Context: an optimization exercise on an open-source flow, tuned for small area. The choices shown serve that exercise and are no tape-out recipe.
The RTL was checked by simulation tests, not by an equivalence proof against the original design.
Power is estimated from default activity; no workload was simulated.

==> flow/design.v <==
`default_nettype none
package rram_isa_pkg;
    localparam int INSTR_W      = 4;
    localparam int OPCODE_W     = 16;
    localparam int INSTR_WORD_W = INSTR_W + OPCODE_W;    
    typedef enum logic [INSTR_W-1:0] {
        INSTR_STORE_RRAM      = 4'd4,
        INSTR_READ_RRAM       = 4'd5,
        INSTR_HAM_SEG_COMPUTE = 4'd7
    } instr_code_t;
    typedef struct packed {
        logic [2:0] burst;       
        logic [2:0] col_base;    
        logic [9:0] row_addr;
    } access_op_t;
    typedef struct packed {
        logic [6:0] rsvd;
        logic       rd_en;       
        logic       acc_clear;   
        logic [3:0] col_burst;   
        logic [2:0] row_seg;
    } compute_op_t;
    typedef union packed {
        access_op_t  access;
        compute_op_t compute;
    } opcode_u;
endpackage
`default_nettype wire
`default_nettype none
package xbar_pkg;
    typedef enum logic [2:0] {
        CMD_NOP,
        CMD_WRITE_WEIGHTS,
        CMD_PROGRAM,
        CMD_READ_CELL,
        CMD_READ_ADC_OUT,
        CMD_WRITE_INPUTS,
        CMD_COMPUTE,
        CMD_READ_PHD
    } xbar_cmd_t;
    localparam logic [2:0] DRV_REF     = 3'b100;
    localparam logic [2:0] DRV_READ_BL = 3'b001;
    localparam logic [2:0] DRV_FLOAT   = 3'b000;
    localparam int ADC_W       = 4;
    localparam int ADC_THERM_W = 15;
    localparam int PHD_ACC_W   = 16;
    localparam int DEF_NUM_WL       = 64;
    localparam int DEF_NUM_SL       = 64;
    localparam int DEF_NUM_ADC      = 4;
    localparam int DEF_DATA_W       = 16;
    localparam int DEF_WRITE_PULSES = 4;
endpackage
`default_nettype wire
`timescale 1ns/1ps
`default_nettype none
module rram_ctrl_top #(
    parameter int NUM_WL       = xbar_pkg::DEF_NUM_WL,
    parameter int NUM_SL       = xbar_pkg::DEF_NUM_SL,
    parameter int NUM_ADC      = xbar_pkg::DEF_NUM_ADC,
    parameter int DATA_W       = xbar_pkg::DEF_DATA_W,
    parameter int WRITE_PULSES = xbar_pkg::DEF_WRITE_PULSES
) (
    input  logic                                     CLK,
    input  logic                                     RESET_ACC,
    input  logic [rram_isa_pkg::INSTR_WORD_W-1:0]    instr_dout,    
    input  logic                                     instr_empty,
    output logic                                     instr_pop_n,
    input  logic [DATA_W-1:0]                        data_dout,     
    input  logic                                     data_empty,
    output logic                                     data_pop_n,
    input  logic                                     out_full,      
    output logic                                     out_push_n,
    output logic [DATA_W-1:0]                        out_din,
    output logic [NUM_WL-1:0]                        wl_sel,        
    output logic                                     wl_bias_sel,
    output logic [NUM_SL*3-1:0]                      bl_sel,
    output logic [NUM_SL*3-1:0]                      sl_sel,
    output logic [NUM_SL-1:0]                        sl_mux_sel,
    output logic [2:0]                               bl_bias_sel,
    output logic                                     sl_bias_sel,
    input  logic [NUM_ADC*xbar_pkg::ADC_THERM_W-1:0] adc_therm
);
    localparam logic [2:0] S_INIT    = 3'b000;
    localparam logic [2:0] S_IDLE    = 3'b001;
    localparam logic [2:0] S_LOAD    = 3'b010;
    localparam logic [2:0] S_STORE   = 3'b011;
    localparam logic [2:0] S_PHD     = 3'b100;
    localparam logic [2:0] S_RDOUT   = 3'b101;
    localparam logic [2:0] S_COMPUTE = 3'b110;
    localparam logic [2:0] S_RDCELL  = 3'b111;
    logic [2:0]  state;
    logic [6:0]  op;       
    logic [3:0]  cnt;      
    logic [2:0]  ptr;
    logic [2:0]  rem;
    logic [63:0] bank_l, bank_h;
    logic [15:0] dq;       
    logic [15:0] acc [4];
    logic [3:0]  code [4];
    logic [3:0] new_code;
    assign new_code = instr_dout[19:16];
    logic st_idle, st_store, st_load, st_rdcell, st_compute, st_rdout, st_phd;
    assign st_idle    = (state == S_IDLE);
    assign st_store   = (state == S_STORE);
    assign st_load    = (state == S_LOAD);
    assign st_rdcell  = (state == S_RDCELL);
    assign st_compute = (state == S_COMPUTE);
    assign st_rdout   = (state == S_RDOUT);
    assign st_phd     = (state == S_PHD);
    logic instr_pop, data_pop, out_push, prog, rc, last;
    assign instr_pop = st_idle && !instr_empty;
    assign data_pop  = ((st_store && !cnt[3]) || st_load) && !data_empty;
    assign out_push  = (st_rdout || st_phd) && !out_full;
    assign prog      = st_store && cnt[3];
    assign rc        = st_rdcell || st_compute;
    assign last      = (rem == 3'd0);
    assign instr_pop_n = !instr_pop;
    assign data_pop_n  = !data_pop;
    assign out_push_n  = !out_push;
    always_ff @(posedge CLK) begin
        if (RESET_ACC) begin
            state <= S_INIT;
        end else begin
            case (state)
                S_INIT: state <= S_IDLE;
                S_IDLE: begin
                    if (!instr_empty) begin
                        case (new_code)
                            4'd4:    state <= S_STORE;
                            4'd5:    state <= S_RDCELL;
                            4'd7:    state <= instr_dout[8] ? S_PHD : S_LOAD;
                            default: state <= S_IDLE;
                        endcase
                    end
                end
                S_STORE:   if (cnt == 4'd15 && last) state <= S_IDLE;
                S_RDCELL:  if (cnt == 4'd15) state <= S_RDOUT;
                S_RDOUT:   if (!out_full && last) state <= S_IDLE;
                S_LOAD:    if (!data_empty) state <= S_COMPUTE;
                S_COMPUTE: if (cnt == op[6:3]) state <= S_IDLE;
                S_PHD:     if (!out_full && cnt[1:0] == 2'd3) state <= S_IDLE;
                default:   state <= S_IDLE;
            endcase
        end
    end
    always_ff @(posedge CLK) begin
        if (st_idle) begin
            cnt <= 4'd0;
            op  <= instr_dout[6:0];
            ptr <= instr_dout[12:10];
            rem <= instr_dout[15:13];
        end else begin
            if (st_store && !cnt[3]) begin
                if (!data_empty) cnt <= 4'd8;
            end else if (st_store || rc || (st_phd && !out_full)) begin
                cnt <= cnt + 4'd1;
            end
            if ((st_store && cnt == 4'd15) || (st_rdout && !out_full)) begin
                ptr <= ptr + 3'd1;
                rem <= rem - 3'd1;
            end
        end
    end
    function automatic logic [1:0] fa(input logic x, input logic y, input logic z);
        fa = 2'(x) + 2'(y) + 2'(z);
    endfunction
    always_comb begin
        for (int a = 0; a < 4; a++) begin
            logic [14:0] t;
            logic [1:0]  f0, f1, f2, f3, f4, g0, g1, h0, h1, h2, k0;
            t  = adc_therm[15 * a +: 15];
            f0 = fa(t[0], t[1], t[2]);
            f1 = fa(t[3], t[4], t[5]);
            f2 = fa(t[6], t[7], t[8]);
            f3 = fa(t[9], t[10], t[11]);
            f4 = fa(t[12], t[13], t[14]);
            g0 = fa(f0[0], f1[0], f2[0]);
            g1 = fa(f3[0], f4[0], g0[0]);              
            h0 = fa(f0[1], f1[1], f2[1]);
            h1 = fa(f3[1], f4[1], g0[1]);
            h2 = fa(g1[1], h0[0], h1[0]);              
            k0 = fa(h0[1], h1[1], h2[1]);              
            code[a] = {k0, h2[0], g1[0]};
        end
    end
    logic [3:0] in_l, in_h;
    assign in_l = ({1'b0, cnt[3:2]} < ptr) ? code[2] : code[0];
    assign in_h = ({1'b1, cnt[3:2]} < ptr) ? code[3] : code[1];
    always_ff @(posedge CLK) begin
        if (st_rdcell) begin
            bank_l <= {in_l, bank_l[63:4]};
            bank_h <= {in_h, bank_h[63:4]};
        end else if (data_pop) begin
            bank_l[63:48] <= data_dout;
        end
    end
    assign dq = bank_l[63:48];
    logic clear;
    assign clear = instr_pop && new_code == 4'd7 && instr_dout[7] && !instr_dout[8];
    logic [15:0] acc_sum [4];
    always_comb begin
        for (int a = 0; a < 4; a++) begin
            logic [3:0] add;
            logic       c;
            add = code[a] & {4{st_compute}};
            c   = 1'b0;
            for (int b = 0; b < 16; b++) begin
                if (b < 4) begin
                    acc_sum[a][b] = acc[a][b] ^ add[b] ^ c;
                    c = (acc[a][b] & add[b]) | (acc[a][b] & c) | (add[b] & c);
                end else begin
                    acc_sum[a][b] = acc[a][b] ^ c;
                    c = acc[a][b] & c;
                end
            end
        end
    end
    always_ff @(posedge CLK) begin
        for (int a = 0; a < 4; a++) begin
            acc[a] <= (RESET_ACC || clear) ? 16'd0 : acc_sum[a];
        end
    end
    always_comb begin
        out_din = 16'd0;
        for (int w = 0; w < 4; w++) begin
            out_din = out_din
                    | ({16{state[0] && !ptr[2] && ptr[1:0] == 2'(w)}} & bank_l[16 * w +: 16])
                    | ({16{state[0] &&  ptr[2] && ptr[1:0] == 2'(w)}} & bank_h[16 * w +: 16])
                    | ({16{!state[0] && cnt[1:0] == 2'(w)}} & acc[w]);
        end
    end
    logic rowsel;
    assign rowsel      = prog || st_rdcell;
    assign wl_bias_sel = prog;
    logic [7:0] row_hi, row_lo;
    logic [1:0] seg_on;
    always_comb begin
        for (int j = 0; j < 8; j++) begin
            row_hi[j] = rowsel && op[5:3] == 3'(j);
            row_lo[j] = op[2:0] == 3'(j);
        end
        seg_on[0] = st_compute && !op[0];
        seg_on[1] = st_compute && op[0];
    end
    always_comb begin
        for (int k = 0; k < 64; k++) begin
            wl_sel[k] = (row_hi[k / 8] && row_lo[k % 8])
                     || (seg_on[k / 32] && (dq[(k >> 1) & 15] ^ k[0]));
        end
    end
    logic [15:0] x;
    logic [3:0]  gsel;
    logic [15:0] rsel;
    assign x = dq ^ {16{cnt[2]}};    
    always_comb begin
        for (int g = 0; g < 4; g++) gsel[g] = prog && ptr[1:0] == 2'(g);
        for (int b = 0; b < 16; b++) rsel[b] = rc && cnt == 4'(b);
        for (int i = 0; i < 64; i++) begin
            bl_sel[3 * i + 2] = !(gsel[i / 16] || rsel[i % 16]);
            bl_sel[3 * i + 1] = gsel[i / 16] && !x[i % 16];
            bl_sel[3 * i + 0] = !(bl_sel[3 * i + 2] || bl_sel[3 * i + 1]);
            sl_sel[3 * i + 2] = bl_sel[3 * i + 2];
            sl_sel[3 * i + 1] = gsel[i / 16] && x[i % 16];
            sl_sel[3 * i + 0] = bl_sel[3 * i + 1];
            sl_mux_sel[i]     = rsel[i % 16];
        end
    end
    assign bl_bias_sel = {3{prog}};
    assign sl_bias_sel = prog;
endmodule
`default_nettype wire
clock: 10.0 ns
lec_check: 0
cap_margin: 20
core_area: 50 50 210 180
die_area: 0 0 260 230
place_density: 0.8
slew_margin: 20
standard.sh (not shown) runs the stock make flow with config.mk's settings and CLKGATE_MAP_FILE= SYNTH_SCRIPT=/design/flow/synth_recipe.tcl, a recipe that flattens the netlist after the stock synthesis.
==> flow/flow/run.sh <==
#!/bin/bash
# The standard layout (standard.sh) with three changes:
#  - synthesis is the standard one except that ABC maps the logic with an
#    area-oriented script (area.abc, used as the ORFS abc_area.script of a
#    copy of the ORFS scripts, with ABC_AREA=1); the registers come out the
#    same as in the standard synthesis
#  - each port is buffered by the smallest buffer, sky130_fd_sc_hd__buf_1,
#    instead of the one buffer_ports picks itself
#  - clock tree built from clkbuf_8 buffers, each driving a cluster of up to
#    16 registers, without dummy loads
set -euo pipefail
export BUFFER_PORTS_ARGS="-buffer_cell sky130_fd_sc_hd__buf_1"
export CTS_ARGS="-sink_clustering_enable -repair_clock_nets -dont_use_dummy_load -buf_list sky130_fd_sc_hd__clkbuf_8 -root_buf sky130_fd_sc_hd__clkbuf_8 -sink_clustering_size 16 -sink_clustering_max_diameter 70"
W=$PWD
rm -rf "$W/scripts_area"
cp -r "$FLOW_HOME/scripts" "$W/scripts_area"
cp "$W/flow/area.abc" "$W/scripts_area/abc_area.script"
bash standard.sh SCRIPTS_DIR="$W/scripts_area" ABC_AREA=1 synth > standard_synth.log 2>&1
bash standard.sh > standard_flow.log 2>&1
==> flow/flow/area.abc <==
strash
dc2
&get -n
&st
&dch
&nf -R 1000
&st
&dch
&nf -R 1000
&put
dnsize
The first run went through all stages and came out clean.
Then changed:
--- a/flow/flow/run.sh
+++ b/flow/flow/run.sh
@@ -7,9 +7,9 @@
 #  - each port is buffered by the smallest buffer, sky130_fd_sc_hd__buf_1,
 #    instead of the one buffer_ports picks itself
-#  - clock tree built from clkbuf_8 buffers, each driving a cluster of up to
-#    16 registers, without dummy loads
+#  - clock tree built from clkbuf_4 buffers, each driving a cluster of up to
+#    10 registers, without dummy loads
 set -euo pipefail
 export BUFFER_PORTS_ARGS="-buffer_cell sky130_fd_sc_hd__buf_1"
-export CTS_ARGS="-sink_clustering_enable -repair_clock_nets -dont_use_dummy_load -buf_list sky130_fd_sc_hd__clkbuf_8 -root_buf sky130_fd_sc_hd__clkbuf_8 -sink_clustering_size 16 -sink_clustering_max_diameter 70"
+export CTS_ARGS="-sink_clustering_enable -repair_clock_nets -dont_use_dummy_load -buf_list sky130_fd_sc_hd__clkbuf_4 -root_buf sky130_fd_sc_hd__clkbuf_4 -sink_clustering_size 10 -sink_clustering_max_diameter 50"
 W=$PWD
 rm -rf "$W/scripts_area"
--- a/flow/config.mk
+++ b/flow/config.mk
@@ -7,6 +7,6 @@
 export LEC_CHECK = 0
 export CAP_MARGIN = 20
-export CORE_AREA = 50 50 210 180
-export DIE_AREA = 0 0 260 230
-export PLACE_DENSITY = 0.8
+export CORE_AREA = 50 50 230 200
+export DIE_AREA = 0 0 280 250
+export PLACE_DENSITY = 0.65
 export SLEW_MARGIN = 20
What happened: The changed run finished clean. Count of clock-buffer cells in the layout rose by 9. Core utilization decreases by 16 points. Worst setup slack is better by 0.22 ns. Clock power falls by a few percent.

==> afterwards: timing with drivers on the ports <==
The flow's constraints put no driver on any port. The routed layouts listed below were extracted and timed again, unchanged, in two steps.
Step 1 sets driving cells, clkbuf_16 on the clock port and buf_2 on the other inputs (assumed; they add their load-dependent delay and slew).
Step 2 times the ports against the registers' clock, not the clock port: input delays grow and output delays shrink by t, the midpoint of the rising clock arrivals with the driver on.
Slacks: ideal ports / drivers / drivers and shift; pairs: ideal ports / drivers.
run | t (ns) | slack for setup (ns) | worst setup path at the end
the first run | 0.537 | 2.302 / 2.298 / 1.761 | input to register
the second run | 0.679 | 2.520 / 2.503 / 1.824 | input to register
After both steps setup and hold are still met in every run listed. For the second run, which loses most, drivers alone change the setup slack by -0.017 ns; drivers and shift together by -0.696 ns.
